Source: an optimization exercise on an open RTL-to-GDS flow (aim: small area, a short achievable clock period and few clock cycles per item). Production flows keep margins and buffers that such runs may drop. In this exercise RTL edits were held to simulation tests only and were not proved equivalent to the original. Power is estimated from default activity; no workload was simulated.

[flow/design.v]
package psq_pkg;
    localparam int PID_W    = 22;
    localparam int WORK_W   = 16;
    localparam int STATUS_W = 2;
    localparam int WCOUNT_W = 7;
    localparam int SLICE_W  = 8;
    localparam int POLICY_W = 2;
    localparam int CFG_W    = 8;
    localparam int DEFAULT_QUEUE_DEPTH = 64;
    localparam logic [POLICY_W-1:0] POLICY_FCFS = 2'd0;
    localparam logic [POLICY_W-1:0] POLICY_SJF  = 2'd1;
    localparam logic [POLICY_W-1:0] POLICY_SRTF = 2'd2;
    localparam logic [POLICY_W-1:0] POLICY_RR   = 2'd3;
    localparam logic [STATUS_W-1:0] ST_WORKING  = 2'd0;
    localparam logic [STATUS_W-1:0] ST_FINISHED = 2'd1;
    localparam logic [STATUS_W-1:0] ST_EXPIRED  = 2'd2;
    localparam logic [STATUS_W-1:0] ST_DENIED   = 2'd3;
    localparam logic REG_POLICY = 1'b0;
    localparam logic REG_SLICE  = 1'b1;
    localparam logic [SLICE_W-1:0] SLICE_RESET = 8'd10;
endpackage
module process_scheduler_queue #(
    parameter int QUEUE_DEPTH = psq_pkg::DEFAULT_QUEUE_DEPTH
) (
    input  logic                      clk,
    input  logic                      rst_n,
    input  logic                      cfg_we,
    input  logic                      cfg_index,
    input  logic [psq_pkg::CFG_W-1:0] cfg_data,
    input  logic                         req_valid,
    output logic                         req_ready,
    input  logic [psq_pkg::PID_W-1:0]    req_requester_pid,
    input  logic [psq_pkg::WORK_W-1:0]   req_work_left,
    output logic                         res_valid,
    input  logic                         res_ready,
    output logic [psq_pkg::STATUS_W-1:0] res_status,
    output logic                         res_dropped,
    output logic                         res_cpu_idle,
    output logic [psq_pkg::PID_W-1:0]    res_running_pid,
    output logic [psq_pkg::WCOUNT_W-1:0] res_waiting_count
);
    localparam int N  = 64;
    localparam int PW = psq_pkg::PID_W;
    localparam int WW = psq_pkg::WORK_W;
    localparam int CW = psq_pkg::WCOUNT_W;
    localparam int RW = psq_pkg::STATUS_W + 2 + PW + CW;
    localparam logic [1:0] Q_SORTED   = 2'd0;
    localparam logic [1:0] Q_HEADDIRT = 2'd1;
    localparam logic [1:0] Q_UNSORTED = 2'd2;
    function automatic logic gt_cmp(input logic [WW-1:0] a,
                                    input logic [WW-1:0] b,
                                    input logic ge);
        logic [WW-1:0] g, p;
        logic [WW/2-1:0] g1, p1;
        logic [WW/4-1:0] g2, p2;
        logic [WW/8-1:0] g3, p3;
        g = a & ~b;
        p = a | ~b;
        for (int k = 0; k < WW/2; k++)
        begin
            g1[k] = g[2*k+1] | (p[2*k+1] & g[2*k]);
            p1[k] = p[2*k+1] & p[2*k];
        end
        for (int k = 0; k < WW/4; k++)
        begin
            g2[k] = g1[2*k+1] | (p1[2*k+1] & g1[2*k]);
            p2[k] = p1[2*k+1] & p1[2*k];
        end
        for (int k = 0; k < WW/8; k++)
        begin
            g3[k] = g2[2*k+1] | (p2[2*k+1] & g2[2*k]);
            p3[k] = p2[2*k+1] & p2[2*k];
        end
        gt_cmp = g3[1] | (p3[1] & (g3[0] | (p3[0] & ge)));
    endfunction
    logic [PW-1:0]  qp   [N];
    logic [WW-1:0]  qw   [N];
    logic [PW-1:0]  qp_n [N];
    logic [WW-1:0]  qw_n [N];
    logic [CW-1:0]  count_r, count_n;
    logic           free_r, free_n;
    logic [PW-1:0]  holder_r, holder_n;
    logic [7:0]     slice_r, slice_n;
    logic           pol_srtf, pol_rr, pol_sorted;
    logic [N-1:0]   vm, vm_n;
    logic           rdy_r;
    logic           p_ns, ns_new;
    logic           kq1_r, kq0_r;
    logic [7:0]     slen_r;
    logic [1:0]     qst_r, qst_n;
    logic           sort_r, sort_n;
    logic [CW-1:0]  bound_r, bound_n;
    logic           pdrop_r, pdrop_n;
    logic           i_v, b_v;
    logic [PW-1:0]  i_p, b_p;
    logic [WW-1:0]  i_w, b_w;
    logic           p_v, p_hm, p_found, p_wz;
    logic [PW-1:0]  p_p;
    logic [WW-1:0]  p_w;
    logic [N-1:0]   cv, cv_n;
    logic           r0_v, r1_v;
    logic [RW-1:0]  r0_d, r1_d;
    logic           go, done, load;
    logic [RW-1:0]  res_d;
    logic           p_srtf, p_rr, sorted_pol;
    logic [N-1:0]   valid, gtm, gt;
    logic [N:0]     lk;
    logic           full, expire;
    logic           fpush, dpush_try, dpush, fin, wrk, exp_s;
    logic           ins_sorted, any_gt, need_sort;
    logic           op_ins, op_pop, op_headw, op_sort;
    logic [PW-1:0]  bus_p;
    logic [WW-1:0]  bus_w;
    logic [1:0]     status;
    logic [N-1:0]   sl, sr, sb, sbw, sh, shw;
    logic [N-1:0]   eqpre, cmpk;
    logic [WW-1:0]  kval;
    logic           kcin, busk, pmatch, hr_match, q0n_match;
    logic           hmt_n, found_n;
    assign p_srtf     = pol_srtf;
    assign p_rr       = pol_rr;
    assign sorted_pol = pol_sorted;
    assign go      = p_v & ~r1_v & ~sort_r;
    assign op_sort = sort_r;
    assign full   = vm[N-1];
    assign expire = p_rr & (slice_r == slen_r);
    always_comb
    begin
        for (int i = 0; i < N; i++)
        begin
            valid[i] = vm[i];
            gtm[i]   = valid[i] & cv[i] & ((i != 0) | (qst_r == Q_SORTED));
            lk[i]    = (CW'(i) < bound_r) | (valid[i] & ~cv[i]);
        end
        lk[N] = 1'b0;
    end
    assign any_gt = |gtm;
    assign fpush      = free_r & p_srtf;
    assign dpush_try  = ~p_hm & ~p_found;
    assign dpush      = dpush_try & ~full;
    assign fin        = p_hm & p_wz;
    assign wrk        = p_hm & ~p_wz;
    assign exp_s      = wrk & expire;
    assign ins_sorted = sorted_pol & (qst_r != Q_UNSORTED);
    assign gt         = ins_sorted ? gtm : '0;
    assign need_sort  = p_ns;
    assign op_ins   = go & (dpush | fpush);
    assign op_pop   = go & (count_r != '0) &
                      ((p_srtf & fin) | (~p_srtf & (fin | exp_s)));
    assign op_headw = go & wrk & p_srtf & ~free_r & (count_r != '0);
    assign bus_p = sort_r ? qp[0] : p_p;
    assign bus_w = sort_r ? qw[0] : p_w;
    assign status = ~p_hm ? psq_pkg::ST_DENIED :
                    p_wz ? psq_pkg::ST_FINISHED :
                    exp_s ? psq_pkg::ST_EXPIRED : psq_pkg::ST_WORKING;
    always_comb
    begin
        for (int i = 0; i < N; i++)
        begin
            sl[i]  = (i + 1 < N) & (op_pop | (op_sort & lk[i+1]));
            sr[i]  = (i > 0) & op_ins & gt[(i > 0) ? i - 1 : 0];
            sb[i]  = (op_ins & (gt[i] | (((i == 0) | vm[(i > 0) ? i - 1 : 0]) & ~vm[i])) &
                      ~((i > 0) & gt[(i > 0) ? i - 1 : 0])) |
                     (op_sort & lk[i] & ~lk[i+1]);
            sbw[i] = sb[i] | ((i == 0) & op_headw);
            sh[i]  = ~(sl[i] | sr[i] | sb[i]);
            shw[i] = ~(sl[i] | sr[i] | sbw[i]);
        end
    end
    always_comb
    begin
        for (int i = 0; i < N; i++)
        begin
            qp_n[i] = ({PW{sl[i]}} & qp[(i + 1 < N) ? i + 1 : i]) |
                      ({PW{sr[i]}} & qp[(i > 0) ? i - 1 : 0]) |
                      ({PW{sb[i]}} & bus_p) |
                      ({PW{sh[i]}} & qp[i]);
            qw_n[i] = ({WW{sl[i]}} & qw[(i + 1 < N) ? i + 1 : i]) |
                      ({WW{sr[i]}} & qw[(i > 0) ? i - 1 : 0]) |
                      ({WW{sbw[i]}} & bus_w) |
                      ({WW{shw[i]}} & qw[i]);
        end
    end
    always_comb
    begin
        count_n   = count_r;
        free_n    = free_r;
        holder_n  = holder_r;
        hmt_n     = hr_match;
        slice_n   = slice_r;
        qst_n     = qst_r;
        sort_n    = sort_r;
        bound_n   = bound_r;
        pdrop_n   = pdrop_r;
        done      = 1'b0;
        res_d     = '0;
        if (sort_r)
        begin
            bound_n = bound_r - CW'(1);
            if (p_srtf)
            begin
                holder_n = qp_n[0];
                hmt_n    = q0n_match;
            end
            if (bound_r == CW'(1))
            begin
                sort_n = 1'b0;
                done   = 1'b1;
                res_d  = {psq_pkg::ST_DENIED, pdrop_r, free_r, holder_n, count_r};
            end
        end
        else if (go)
        begin
            if (free_r)
            begin
                free_n   = 1'b0;
                holder_n = p_p;
                hmt_n    = pmatch;
            end
            if (fpush)
            begin
                count_n = p_wz ? '0 : CW'(1);
            end
            else if (dpush)
            begin
                count_n = count_r + CW'(1);
            end
            else if (op_pop)
            begin
                count_n = count_r - CW'(1);
            end
            if (fin | exp_s)
            begin
                if (p_srtf)
                begin
                    if (free_r || count_r <= CW'(1))
                    begin
                        free_n   = 1'b1;
                        holder_n = '0;
                        hmt_n    = 1'b0;
                    end
                    else
                    begin
                        holder_n = qp[1];
                        hmt_n    = eqpre[1];
                    end
                end
                else
                begin
                    if (count_r == '0)
                    begin
                        free_n   = 1'b1;
                        holder_n = '0;
                        hmt_n    = 1'b0;
                    end
                    else
                    begin
                        holder_n = qp[0];
                        hmt_n    = eqpre[0];
                    end
                end
            end
            if (dpush_try & p_srtf)
            begin
                holder_n = qp_n[0];
                hmt_n    = q0n_match;
            end
            if (p_rr & p_hm)
            begin
                if (p_wz || expire)
                begin
                    slice_n = '0;
                end
                else
                begin
                    slice_n = slice_r + 8'd1;
                end
            end
            if (count_n <= CW'(1))
            begin
                qst_n = Q_SORTED;
            end
            else if (need_sort)
            begin
                qst_n = Q_SORTED;
            end
            else if (op_pop)
            begin
                qst_n = (qst_r == Q_UNSORTED) ? Q_UNSORTED : Q_SORTED;
            end
            else if (op_headw)
            begin
                qst_n = (qst_r == Q_UNSORTED) ? Q_UNSORTED : Q_HEADDIRT;
            end
            else if (dpush & ~sorted_pol & any_gt)
            begin
                qst_n = Q_UNSORTED;
            end
            if (need_sort)
            begin
                sort_n  = 1'b1;
                pdrop_n = full;
                bound_n = (qst_r == Q_HEADDIRT) ? CW'(1) : count_n;
            end
            else
            begin
                done  = 1'b1;
                res_d = {status, dpush_try & full, free_n, holder_n, count_n};
            end
        end
    end
    always_comb
    begin
        if (kq1_r)
        begin
            kval = qw[1];
            kcin = 1'b0;
        end
        else if (kq0_r)
        begin
            kval = qw[0];
            kcin = (qst_r == Q_HEADDIRT);
        end
        else
        begin
            kval = i_w;
            kcin = 1'b0;
        end
        for (int i = 0; i < N; i++)
        begin
            eqpre[i] = (qp[i] == i_p);
            cmpk[i]  = gt_cmp(qw[i], kval, kcin);
        end
        busk = gt_cmp(bus_w, kval, kcin);
        for (int i = 0; i < N; i++)
        begin
            cv_n[i] = (sl[i] & cmpk[(i + 1 < N) ? i + 1 : i]) |
                      (sr[i] & cmpk[(i > 0) ? i - 1 : 0]) |
                      (sbw[i] & busk) |
                      (shw[i] & cmpk[i]);
        end
    end
    assign pmatch    = (p_p == i_p);
    assign hr_match  = (holder_r == i_p);
    assign q0n_match = sl[0] ? eqpre[1] : (sb[0] ? (sort_r ? eqpre[0] : pmatch) : eqpre[0]);
    assign found_n   = ((|(eqpre & valid)) & ~(op_pop & eqpre[0])) |
                       (op_ins & ~(fpush & p_wz) & pmatch);
    assign load = i_v & ~sort_n & (~p_v | go);
    assign ns_new = ~(free_n | hmt_n) & ~found_n & pol_sorted & (qst_n != Q_SORTED);
    always_comb
    begin
        for (int i = 0; i < N; i++)
        begin
            if (go & (dpush | (fpush & ~p_wz)))
            begin
                vm_n[i] = (i == 0) | vm[(i > 0) ? i - 1 : 0];
            end
            else if (op_pop)
            begin
                vm_n[i] = (i + 1 < N) & vm[(i + 1 < N) ? i + 1 : i];
            end
            else
            begin
                vm_n[i] = vm[i];
            end
        end
    end
    always_ff @(posedge clk)
    begin
        for (int i = 0; i < N; i++)
        begin
            qp[i] <= qp_n[i];
            qw[i] <= qw_n[i];
        end
    end
    always_ff @(posedge clk or negedge rst_n)
    begin
        if (!rst_n)
        begin
            count_r  <= '0;
            free_r   <= 1'b1;
            holder_r <= '0;
            slice_r  <= '0;
            pol_srtf   <= 1'b0;
            pol_rr     <= 1'b0;
            pol_sorted <= 1'b0;
            vm         <= '0;
            rdy_r      <= 1'b1;
            slen_r   <= psq_pkg::SLICE_RESET;
            qst_r    <= Q_SORTED;
            sort_r   <= 1'b0;
            i_v      <= 1'b0;
            b_v      <= 1'b0;
            p_v      <= 1'b0;
            r0_v     <= 1'b0;
            r1_v     <= 1'b0;
        end
        else
        begin
            count_r  <= count_n;
            free_r   <= free_n;
            holder_r <= holder_n;
            slice_r  <= slice_n;
            qst_r    <= qst_n;
            sort_r   <= sort_n;
            vm       <= vm_n;
            if (cfg_we)
            begin
                if (cfg_index == psq_pkg::REG_POLICY)
                begin
                    pol_srtf   <= (cfg_data[1:0] == psq_pkg::POLICY_SRTF);
                    pol_rr     <= (cfg_data[1:0] == psq_pkg::POLICY_RR);
                    pol_sorted <= (cfg_data[1:0] == psq_pkg::POLICY_SJF) |
                                  (cfg_data[1:0] == psq_pkg::POLICY_SRTF);
                end
                else
                begin
                    slen_r <= cfg_data;
                end
            end
            p_v <= load | (p_v & ~go);
            rdy_r <= load | ~(b_v | (req_valid & ~b_v & i_v));
            if (load)
            begin
                i_v <= b_v | (req_valid & ~b_v);
                b_v <= 1'b0;
            end
            else if (req_valid & ~b_v)
            begin
                if (i_v)
                begin
                    b_v <= 1'b1;
                end
                else
                begin
                    i_v <= 1'b1;
                end
            end
            if (r0_v & res_ready)
            begin
                r0_v <= r1_v | done;
                r1_v <= 1'b0;
            end
            else if (done)
            begin
                if (r0_v)
                begin
                    r1_v <= 1'b1;
                end
                else
                begin
                    r0_v <= 1'b1;
                end
            end
        end
    end
    always_ff @(posedge clk)
    begin
        bound_r <= bound_n;
        kq1_r   <= sort_n & (bound_n != CW'(1));
        kq0_r   <= ~sort_n & ((load & ns_new) | (p_v & ~go & p_ns));
        pdrop_r <= pdrop_n;
        if (load | sort_n)
        begin
            cv <= cv_n;
        end
        if (load)
        begin
            p_p     <= i_p;
            p_w     <= i_w;
            p_hm    <= free_n | hmt_n;
            p_found <= found_n;
            p_wz    <= (i_w == '0);
            p_ns    <= ns_new;
        end
        if (load)
        begin
            if (b_v)
            begin
                i_p <= b_p;
                i_w <= b_w;
            end
            else
            begin
                i_p <= req_requester_pid;
                i_w <= req_work_left;
            end
        end
        else if (~i_v)
        begin
            i_p <= req_requester_pid;
            i_w <= req_work_left;
        end
        if (~b_v)
        begin
            b_p <= req_requester_pid;
            b_w <= req_work_left;
        end
        if (r0_v & res_ready)
        begin
            r0_d <= r1_v ? r1_d : res_d;
        end
        else if (~r0_v)
        begin
            r0_d <= res_d;
        end
        if (~r1_v)
        begin
            r1_d <= res_d;
        end
    end
    assign req_ready         = rdy_r;
    assign res_valid         = r0_v;
    assign res_status        = r0_d[RW-1 -: 2];
    assign res_dropped       = r0_d[RW-3];
    assign res_cpu_idle      = r0_d[RW-4];
    assign res_running_pid   = r0_d[CW +: PW];
    assign res_waiting_count = r0_d[CW-1:0];
endmodule
[flow/run.sh]
#!/bin/bash
# synth_recipe.tcl (not shown) runs the flow's synth.tcl, then flattens the netlist and writes it again
# the make line also repeats each setting of config.mk as NAME=value (left out here)
make -C /OpenROAD-flow-scripts/flow DESIGN_CONFIG=/design/flow/config.mk WORK_HOME=/design/flow/orfs CLKGATE_MAP_FILE= SYNTH_SCRIPT=/design/flow/synth_recipe.tcl finish
[flow/config.mk]
export PLATFORM = sky130hd
export DESIGN_NAME = process_scheduler_queue
export DESIGN_NICKNAME = process_scheduler_queue
export VERILOG_FILES = /design/flow/design.v
export SDC_FILE = /design/flow/constraint.sdc
export NUM_CORES = 4
export LEC_CHECK = 0
export CAP_MARGIN = 20
export CORE_MARGIN = 2
export CORE_UTILIZATION = 45
export CTS_CLUSTER_DIAMETER = 100
export CTS_CLUSTER_SIZE = 30
export MIN_ROUTING_LAYER = met2
export PLACE_DENSITY = 0.6
export SETUP_SLACK_MARGIN = 5
export SLEW_MARGIN = 20
[flow/constraint.sdc]
create_clock -name core_clock -period 9.0 [get_ports {clk}]
set_input_delay 1.8000 -clock core_clock [delete_from_list [all_inputs] [get_ports {clk}]]
set_output_delay 1.8000 -clock core_clock [all_outputs]
set_load 0.01 [all_outputs]
==> flow_summary.ini, run 1 <==
[outcome]
outcome = aborted with a tool error
lastStage = global routing
tool.error = [ERROR GRT-0116] Global routing finished with congestion. Check the congestion regions in the DRC Viewer.

[synth]
synthTopCellsByArea = dfxtp_1 33%, nand2_1 12%, a222oi_1 11%, a221o_1 5.1%, xor2_1 5.0%
synth.distinct_cells = 92
synthArstFlopShare = 0.0434
post_synth_inst_count = 18240
synth_ff_type = dfxtp_1
synth_edf_count = 178
ys_seq_area_frac = 0.387
syn_area_per_cell_um2 = 8.32
netlist.top_cell.by_area = dfxtp_1
synth_top_cell_area_share = 0.331
ys_ff_latch = 2812
syn_nets = 18300
syn_area_um2 = 152000
yosys_warnings = 5

[clock_tree]
clock_sinks = 2812
numCtsBuffers = 150
clockRootBuffer = clkbuf_16
htreeDepth = 4
clockBufferDepth = 4

[die]
die_h_um = 585
dieWidth_um = 585
start_util = 0.452
rows = 213
ios = 87

[global_route]
grt_overflow = 890
grt_pass1_vias = 246558
grt_usage = 0.897
grt_max_degree = 59
grt_pass1_wl_um = 1500000

[placement]
place.gp.congestion = 1.15
placed_cell_area_um2 = 158000
dp_hpwl_um = 599000
portBuffers = 86
pre_cts_slack_ns = 3.39
[logic make-up after synthesis]
logic type,share of synthesized area
buffers and inverters,0.0536
muxes,0.0204
DFF,0.387
AOI/OAI and AO/OA,0.274
and+or+nand+nor,0.167
adders and majority gates,0.0135
xor gates and xnor gates,0.0848
[worst min-delay path by stage]
stage | end | slack, ns
after detailed placement | b_p[17]$_DFF_P_ | 0.46
after floorplan | pdrop_r$_DFFE_PP_ | 0.42
after CTS | r1_d[32]$_DFF_P_ | 0.48
after global placement | b_p[17]$_DFF_P_ | 0.45
[repair_timing]
action,CTS
pin swaps,63
cloned,50
hold buffers,0
setup endpoints to repair,2736
resized for setup,451
buffers inserted,232
[layer usage]
| layer | GRT overflow | global-route usage |
|---|---|---|
| met5 | 117 | 0.846 |
| met2 | 61 | 0.915 |
| met3 | 624 | 0.958 |
| met1 | - | - |
| met4 | 88 | 0.765 |
[power by group through the flow]
| stage | logic, µW | registers (µW) | clock network, µW |
|---|---|---|---|
| after floorplan | 31500 | 22800 | 0 |
| after detailed placement | 48900 | 27600 | 0 |
| after CTS | 53300 | 27300 | 8800 |
| after global placement | 48600 | 27700 | 0 |
[through the flow]
stage           util  cells
3_5_place_dp   0.470  21528
3_3_place_gp   0.469  21524
4_1_cts        0.502  22062
2_1_floorplan      -  18240
[synth_stat cells, types with 74 or more instances]
cell / n
a21oi_1: 369
o22ai_1: 225
xnor2_1: 599
maj3_1: 165
nor2_1: 582
nand3_1: 95
buf_1: 204
clkbuf_1: 1478
xor2_1: 870
mux2_2: 197
dfxtp_1: 2512
nor4_1: 238
a221oi_1: 103
nor3_1: 179
inv_1: 180
a221o_1: 769
a31oi_1: 158
a222oi_1: 1717
o221ai_1: 74
nand2_1: 4683
o21ai_0: 1151
nand4_1: 246
a22oi_1: 111
edfxtp_1: 178
dfrtp_1: 118
buf_2: 182
Testbench counts, summed over its fixed seeds: cycles 8,541, items 7,680.
==> run 2, diff against run 1 <==
--- a/flow/config.mk
+++ b/flow/config.mk
@@ -9,3 +9,3 @@
 export CORE_MARGIN = 2
-export CORE_UTILIZATION = 45
+export CORE_UTILIZATION = 35
 export CTS_CLUSTER_DIAMETER = 100
@@ -13,3 +13,3 @@
 export MIN_ROUTING_LAYER = met2
-export PLACE_DENSITY = 0.6
+export PLACE_DENSITY = 0.45
 export SETUP_SLACK_MARGIN = 5
==> flow_summary.ini, run 2 <==
[outcome]
outcome = aborted with a tool error
lastStage = global routing
tool.error = [ERROR GRT-0116] Global routing finished with congestion. Check the congestion regions in the DRC Viewer.

[die]
start_util = 0.352
dieWidth_um = 662
die_h_um = 662
ios = 87
rows = 241

[synth]
yosysMostFrequentCell = nand2_1
synth.distinct_cells = 92
syn_nets = 18300
synth_edf_count = 178
synthTopCellsByArea = dfxtp_1 33%, nand2_1 12%, a222oi_1 11%, a221o_1 5.1%, xor2_1 5.0%
synth_top_cell_area_share = 0.331
ys_seq_area_frac = 0.387
ys_ff_latch = 2812
synth_ff_type = dfxtp_1
yosys_warnings = 5
netlist.top_cell.by_area = dfxtp_1
syn_area_um2 = 152000
post_synth_inst_count = 18240
ys_top_cells_by_count = 4683 x nand2_1, 2512 x dfxtp_1, 1717 x a222oi_1
syn_area_per_cell_um2 = 8.32
synthArstFlopShare = 0.0434

[clock_tree]
clockBufferDepth = 4
htreeDepth = 4
clockRootBuffer = clkbuf_16
numCtsBuffers = 160
clock_sinks = 2812
hold_buffers = 0

[global_route]
grt_usage = 0.802
grt_pass1_vias = 244327
grt_overflow = 414
grt_max_degree = 128
grt_pass1_wl_um = 1640000

[placement]
portBuffers = 86
place.gp.congestion = 1.18
dp_hpwl_um = 740000
-- run 2: power by group through the flow --
stage / sequential, µW / clock, µW / combinational [µW]
after global placement: 29300 / 0 / 52300
after detailed placement: 29200 / 0 / 52400
after CTS: 28900 / 9740 / 55300
after floorplan: 22800 / 0 / 31500
-- run 2: per-layer routing --
metal,global-route usage,overflow
met5,0.772,59
met1,-,-
met4,0.588,9
met3,0.908,342
met2,0.822,4
-- run 2: per-stage QoR --
step,utilization,instance area [µm²],instances,worst slack [ns]
after CTS,0.394,170000,23249,4.24
after detailed placement,0.371,160000,22783,3.13
after global placement,0.371,160000,22775,1.91
after floorplan,-,152000,18240,5.27
-- run 2: how the worst max path moves through the flow --
stage	to	startpoint	slack (ns)	cells past startpoint
3_5_place_dp	kq0_r$_DFF_P_	i_p[19]$_DFFE_PP_	3.13	12
3_3_place_gp	kq0_r$_DFF_P_	i_p[3]$_DFFE_PP_	1.91	13
4_1_cts	kq0_r$_DFF_P_	i_p[12]$_DFFE_PP_	4.24	12
2_1_floorplan	i_p[0]$_DFFE_PP_	sort_r$_DFF_PN0_	5.27	10
-- run 2: timing repair --
| item | 4_1_cts |
|---|---|
| pin swaps | 37 |
| setup buffers | 150 |
| gates cloned | 31 |
| gates resized for setup | 367 |
| setup endpoints to repair | 2751 |
-- run 2: kinds of logic after synthesis --
family	count (synthesis)	share of synthesized area
buffers and inverters	2075	0.0536
AOI/OAI and AO/OA	5204	0.274
adders and majority gates	200	0.0135
muxes	281	0.0204
xor gates and xnor gates	1469	0.0848
DFF	2812	0.387
and+or+nand+nor	6199	0.167
